This design comes from an exercise in tuning for small area on the open sky130 flow, not from production work.
Function was checked by simulation only, so behaviour that the tests miss may differ from the original.
Power figures rest on the tool's default switching activity, not on a simulated workload.

==> run Y <==
==> flow/design.v <==
module if_id_decode_stage #(
   parameter int RF_DEPTH = 32,
   parameter bit SEXT_IMM = 1'b1
) (
   input  logic        clk,
   input  logic        reset,
   input  logic [31:0] instr_in,
   input  logic [31:0] pc_in,
   input  logic        instr_valid,
   input  logic        flush,
   input  logic        ex_mem_read,
   input  logic [4:0]  ex_rd,
   input  logic        wb_we,
   input  logic [4:0]  wb_rd,
   input  logic [31:0] wb_data,
   output logic        stall,
   output logic        id_valid,
   output logic [31:0] id_pc,
   output logic [31:0] id_rs_data,
   output logic [31:0] id_rt_data,
   output logic [31:0] id_imm,
   output logic [4:0]  id_rs,
   output logic [4:0]  id_rt,
   output logic [4:0]  id_rd,
   output logic [5:0]  id_funct,
   output logic        id_reg_write,
   output logic        id_mem_read,
   output logic        id_mem_write,
   output logic        id_branch,
   output logic        id_jump,
   output logic        id_alu_src,
   output logic        id_illegal
);
   localparam logic [2:0] C_NONE = 3'b000;
   localparam logic [2:0] C_BEQ  = 3'b001;
   localparam logic [2:0] C_R    = 3'b010;
   localparam logic [2:0] C_J    = 3'b011;
   localparam logic [2:0] C_ILL  = 3'b100;
   localparam logic [2:0] C_SW   = 3'b101;
   localparam logic [2:0] C_ADDI = 3'b110;
   localparam logic [2:0] C_LW   = 3'b111;
   logic [2:0]  in_cls;
   always_comb begin
      case (instr_in[31:26])
         6'h00:   in_cls = C_R;
         6'h08:   in_cls = C_ADDI;
         6'h23:   in_cls = C_LW;
         6'h2B:   in_cls = C_SW;
         6'h04:   in_cls = C_BEQ;
         6'h02:   in_cls = C_J;
         default: in_cls = C_ILL;
      endcase
      if (!instr_valid) in_cls = C_NONE;
   end
   logic [2:0]  ifid_cls_q;
   logic [57:0] ifid_q, ifid_d;      
   logic [4:0]  ifid_rs_q, ifid_rt_q;
   logic [15:0] ifid_lo_q;
   logic [31:0] ifid_pc_q;
   logic        ifid_valid;
   logic        state_q;             
   assign {ifid_pc_q, ifid_rs_q, ifid_rt_q, ifid_lo_q} = ifid_q;
   assign ifid_valid = |ifid_cls_q;
   logic uses_rt, hazard, load;
   assign uses_rt = (ifid_cls_q == C_R) || (ifid_cls_q == C_SW) || (ifid_cls_q == C_BEQ);
   assign hazard  = ifid_valid && ex_mem_read && ex_rd != 5'd0 &&
                    (ex_rd == ifid_rs_q || (uses_rt && ex_rd == ifid_rt_q));
   assign stall   = !state_q && hazard && !flush;
   assign load    = ifid_valid && !stall && !flush;
   always_ff @(posedge clk or negedge reset) begin
      if (!reset) begin
         ifid_cls_q <= C_NONE;
         state_q    <= 1'b0;
      end else begin
         state_q <= stall;
         if (flush)       ifid_cls_q <= C_NONE;
         else if (!stall) ifid_cls_q <= in_cls;
      end
   end
   logic [57:0] ifid_in;
   assign ifid_in = {pc_in, instr_in[25:0]};
   for (genvar b = 0; b < 58; b++) begin : g_ifid
      if_id_ao22 u_hold (.a1(ifid_in[b]), .a2(!stall), .b1(ifid_q[b]), .b2(stall),
                         .y(ifid_d[b]));
   end
   always_ff @(posedge clk) ifid_q <= ifid_d;
   logic [31:0] rf_q [1:31];
   logic [31:0] rf_d [1:31];
   logic [31:1] rf_v_q, rf_v_d;
   logic [31:1] rf_we;
   always_comb
      for (int i = 1; i < 32; i++) rf_we[i] = wb_we && (wb_rd == 5'(i));
   always_ff @(posedge clk or negedge reset) begin
      if (!reset) rf_v_q <= '0;
      else        rf_v_q <= rf_v_d;
   end
   for (genvar i = 1; i < 32; i++) begin : g_rf
      for (genvar b = 0; b < 32; b++) begin : g_bit
         if_id_ao22 u_hold (.a1(wb_data[b]), .a2(rf_we[i]), .b1(rf_q[i][b]), .b2(!rf_we[i]),
                            .y(rf_d[i][b]));
      end
      always_ff @(posedge clk) rf_q[i] <= rf_d[i];
   end
   logic [31:1] sel_rs, sel_rt;
   logic [31:0] rs_data, rt_data;
   logic [4:0]  rs_q, rt_q;
   always_comb
      for (int i = 1; i < 32; i++) rf_v_d[i] = rf_v_q[i] || rf_we[i];
   logic [3:0] rs_lo, rt_lo;
   logic [7:0] rs_hi, rt_hi;
   always_comb begin
      for (int j = 0; j < 4; j++) begin
         rs_lo[j] = rs_q[1:0] == 2'(j);
         rt_lo[j] = rt_q[1:0] == 2'(j);
      end
      for (int j = 0; j < 8; j++) begin
         rs_hi[j] = rs_q[4:2] == 3'(j);
         rt_hi[j] = rt_q[4:2] == 3'(j);
      end
   end
   for (genvar i = 1; i < 32; i++) begin : g_sel
      if_id_and3 u_rs (.a(rs_lo[i % 4]), .b(rs_hi[i / 4]), .c(rf_v_q[i]), .y(sel_rs[i]));
      if_id_and3 u_rt (.a(rt_lo[i % 4]), .b(rt_hi[i / 4]), .c(rf_v_q[i]), .y(sel_rt[i]));
   end
   for (genvar b = 0; b < 32; b++) begin : g_rd
      logic [10:0] n_rs, n_rt;
      for (genvar k = 0; k < 10; k++) begin : g_grp
         if_id_aoi222 u_rs (.a1(sel_rs[3*k+1]), .b1(rf_q[3*k+1][b]),
                            .a2(sel_rs[3*k+2]), .b2(rf_q[3*k+2][b]),
                            .a3(sel_rs[3*k+3]), .b3(rf_q[3*k+3][b]), .y(n_rs[k]));
         if_id_aoi222 u_rt (.a1(sel_rt[3*k+1]), .b1(rf_q[3*k+1][b]),
                            .a2(sel_rt[3*k+2]), .b2(rf_q[3*k+2][b]),
                            .a3(sel_rt[3*k+3]), .b3(rf_q[3*k+3][b]), .y(n_rt[k]));
      end
      if_id_nand2 u_rs_last (.a(sel_rs[31]), .b(rf_q[31][b]), .y(n_rs[10]));
      if_id_nand2 u_rt_last (.a(sel_rt[31]), .b(rf_q[31][b]), .y(n_rt[10]));
      if_id_nand11 u_rs_or (.n(n_rs), .y(rs_data[b]));
      if_id_nand11 u_rt_or (.n(n_rt), .y(rt_data[b]));
   end
   logic [2:0]  cls_q;
   logic [31:0] pc_q;
   logic [17:0] imm_q;
   logic        is_j;
   logic [17:0] imm_d;
   assign is_j  = ifid_cls_q == C_J;
   assign imm_d = is_j ? {ifid_lo_q, 2'b00}
                       : {ifid_lo_q[15], ifid_lo_q[15], ifid_lo_q};
   always_ff @(posedge clk or negedge reset) begin
      if (!reset) begin
         cls_q <= C_NONE;
         imm_q <= '0;
         rs_q  <= '0;
         rt_q  <= '0;
      end else begin
         cls_q <= (!stall && !flush) ? ifid_cls_q : C_NONE;
         imm_q <= load ? imm_d : '0;
         rs_q  <= load ? ifid_rs_q : '0;
         rt_q  <= load ? ifid_rt_q : '0;
      end
   end
   always_ff @(posedge clk) pc_q <= ifid_pc_q;
   logic       o_r, o_j, o_rt_dst;
   logic [3:0] pc4_hi;
   assign o_r      = cls_q == C_R;
   assign o_j      = cls_q == C_J;
   assign o_rt_dst = cls_q == C_ADDI || cls_q == C_LW;
   assign pc4_hi   = pc_q[31:28] + {3'd0, &pc_q[27:2]};
   assign id_valid     = cls_q != C_NONE;
   assign id_reg_write = o_r || o_rt_dst;
   assign id_mem_read  = cls_q == C_LW;
   assign id_mem_write = cls_q == C_SW;
   assign id_branch    = cls_q == C_BEQ;
   assign id_jump      = o_j;
   assign id_alu_src   = o_rt_dst || cls_q == C_SW;
   assign id_illegal   = cls_q == C_ILL;
   assign id_pc      = pc_q & {32{id_valid}};
   assign id_rs_data = rs_data;
   assign id_rt_data = rt_data;
   assign id_rs      = rs_q;
   assign id_rt      = rt_q;
   assign id_rd      = o_r ? imm_q[15:11] : (o_rt_dst ? rt_q : 5'd0);
   assign id_funct   = o_r ? imm_q[5:0] : 6'd0;
   assign id_imm     = o_j ? {pc4_hi, rs_q, rt_q, imm_q}
                           : {{14{imm_q[17]}}, imm_q};
endmodule
module if_id_ao22 (
   input  logic a1, a2, b1, b2,
   output logic y
);
   assign y = (a1 & a2) | (b1 & b2);
endmodule
module if_id_and3 (
   input  logic a, b, c,
   output logic y
);
   assign y = a & b & c;
endmodule
module if_id_nand2 (
   input  logic a, b,
   output logic y
);
   assign y = !(a & b);
endmodule
module if_id_aoi222 (
   input  logic a1, b1, a2, b2, a3, b3,
   output logic y
);
   assign y = !((a1 & b1) | (a2 & b2) | (a3 & b3));
endmodule
module if_id_nand11 (
   input  logic [10:0] n,
   output logic        y
);
   assign y = !(&n);
endmodule
==> flow/run.sh <==
#!/bin/bash
# synth_recipe.tcl (not shown) runs the flow's synth.tcl, then flattens the netlist and writes it again
# the make line also repeats each setting of config.mk as NAME=value (left out here)
make -C /OpenROAD-flow-scripts/flow DESIGN_CONFIG=/design/flow/config.mk WORK_HOME=/design/flow/orfs CLKGATE_MAP_FILE= SYNTH_SCRIPT=/design/flow/synth_recipe.tcl finish
==> flow/config.mk <==
export PLATFORM = sky130hd
export DESIGN_NAME = if_id_decode_stage
export DESIGN_NICKNAME = if_id_decode_stage
export VERILOG_FILES = /design/flow/design.v
export SDC_FILE = /design/flow/constraint.sdc
export NUM_CORES = 4
export LEC_CHECK = 0
export CAP_MARGIN = 20
export CORE_MARGIN = 2
export CORE_UTILIZATION = 55
export PLACE_DENSITY = 0.65
export SETUP_SLACK_MARGIN = 0.3
export SLEW_MARGIN = 20
export SYNTH_HIERARCHICAL = 1
==> flow/constraint.sdc <==
create_clock -name core_clock -period 5.0 [get_ports {clk}]
set_input_delay 1.0000 -clock core_clock [delete_from_list [all_inputs] [get_ports {clk}]]
set_output_delay 1.0000 -clock core_clock [all_outputs]
set_load 0.01 [all_outputs]
==> run Z (differences from run Y) <==
==> flow/flow/run.sh (new file) <==
#!/bin/bash
set -euo pipefail
bash standard.sh \
   "BUFFER_PORTS_ARGS=-buffer_cell sky130_fd_sc_hd__buf_1" \
   "CTS_ARGS=-sink_clustering_enable -repair_clock_nets -buf_list sky130_fd_sc_hd__clkbuf_8 -sink_clustering_size 15 -sink_clustering_max_diameter 50 -dont_use_dummy_load" \
   finish > make_finish.log 2>&1
==> flow/standard.sh (new file) <==
#!/bin/bash
# synth_recipe.tcl (not shown) runs the flow's synth.tcl, then flattens the netlist and writes it again
# the make line also repeats each setting of config.mk as NAME=value (left out here)
make -C /OpenROAD-flow-scripts/flow DESIGN_CONFIG=/design/flow/config.mk WORK_HOME=/design/flow/orfs CLKGATE_MAP_FILE= SYNTH_SCRIPT=/design/flow/synth_recipe.tcl "${@:-finish}"
removed: flow/run.sh
==> run P (differences from run Y) <==
==> flow/flow/run.sh (new file) <==
#!/bin/bash
set -euo pipefail
bash standard.sh \
   "BUFFER_PORTS_ARGS=-buffer_cell sky130_fd_sc_hd__buf_1" \
   "CTS_ARGS=-sink_clustering_enable -repair_clock_nets -buf_list sky130_fd_sc_hd__clkbuf_8 -sink_clustering_size 12 -sink_clustering_max_diameter 50 -dont_use_dummy_load" \
   finish > make_finish.log 2>&1
==> flow/standard.sh (new file) <==
#!/bin/bash
# synth_recipe.tcl (not shown) runs the flow's synth.tcl, then flattens the netlist and writes it again
# the make line also repeats each setting of config.mk as NAME=value (left out here)
make -C /OpenROAD-flow-scripts/flow DESIGN_CONFIG=/design/flow/config.mk WORK_HOME=/design/flow/orfs CLKGATE_MAP_FILE= SYNTH_SCRIPT=/design/flow/synth_recipe.tcl "${@:-finish}"
removed: flow/run.sh
==> summary.txt <==
Against run Y, the wire length of run P is higher by 1.4%.
Of run Y and run Z, run Z has the higher sequential share of layout area (gap 4.2 points).
Between run Y and run Z, the lower critical path depth is in run Z (gap 1).
Via count: run Z < run P < run Y.
Count of clock-buffer cells in the layout, highest first: run Y, run P, run Z.
Clock power: run Y is larger than run P (about 70%).
In die area, run P and run Z do not differ.
==> figures <==
| item | run P | run Y | run Z |
|---|---|---|---|
| Outcome | finished clean | finished clean | finished clean |
| CP bufs+invs | 3 | 3 | 2 |
| CP max stage delay | 0.82 ns | 0.57 ns | 0.82 ns |
| Post-DP Area | 46780 um2 | 48560 um2 | 46780 um2 |
| Initial DRC count | 10040 | 10760 | 10070 |
| Arrival time at the worst endpoint | 3.85 ns | 3.82 ns | 3.76 ns |
| Highest ir drop seen on vdd | 0.0002276 V | 0.0003001 V | 0.0002272 V |
| Rel. slew slack | 0.2250 | 0.1818 | 0.2162 |
| Count of clock-net buffers in the final layout | 130 | 165 | 116 |
| Detailed-route vias per instance | 8.461 | 8.377 | 8.476 |
| Clock-pin slew of the registers on the worst-case setup and hold paths | 0.08 ns | 0.06 ns | 0.09 ns |
| Count of filler cells inserted in the layout | 6179 | 5689 | 6230 |
| Gp weighted congestion | 0.9383 | 0.9858 | 0.9383 |
| Net total in the final layout | 4260 | 4255 | 4233 |
| Area taken by multi-input logic gates | 19630 um2 | 19720 um2 | 19580 um2 |

[static timing again, ports no longer ideal]
No port has a modelled driver above. Below, the same layouts with a new extraction and two added sets of constraints. Step 1 assumes that a clkbuf_16 drives the clock port and a buf_2 every other input. Step 2 adds t to the input delays and takes it off the output delays; t is the mean of the earliest and latest rising clock arrival at the registers after step 1. Input paths then give back, and output paths get back, about the clock's delay inside the block. Slacks: no drivers / after step 1 / after step 2; pairs: no drivers / after step 1.
run	shift t [ns]	slack for setup (ns)	worst setup path after step 2	worst register clock-pin slew, ns	worst slew at a driven data input, ns
run Y	0.775	0.181 / 0.106 / 0.775	input to output	0.07 / 0.07	0.07
run Z	0.836	0.243 / 0.170 / 1.006	register to output	0.10 / 0.10	0.05
run P	0.871	0.146 / 0.074 / 0.946	register to output	0.09 / 0.09	0.05
After both steps setup and hold are still met in every run listed.
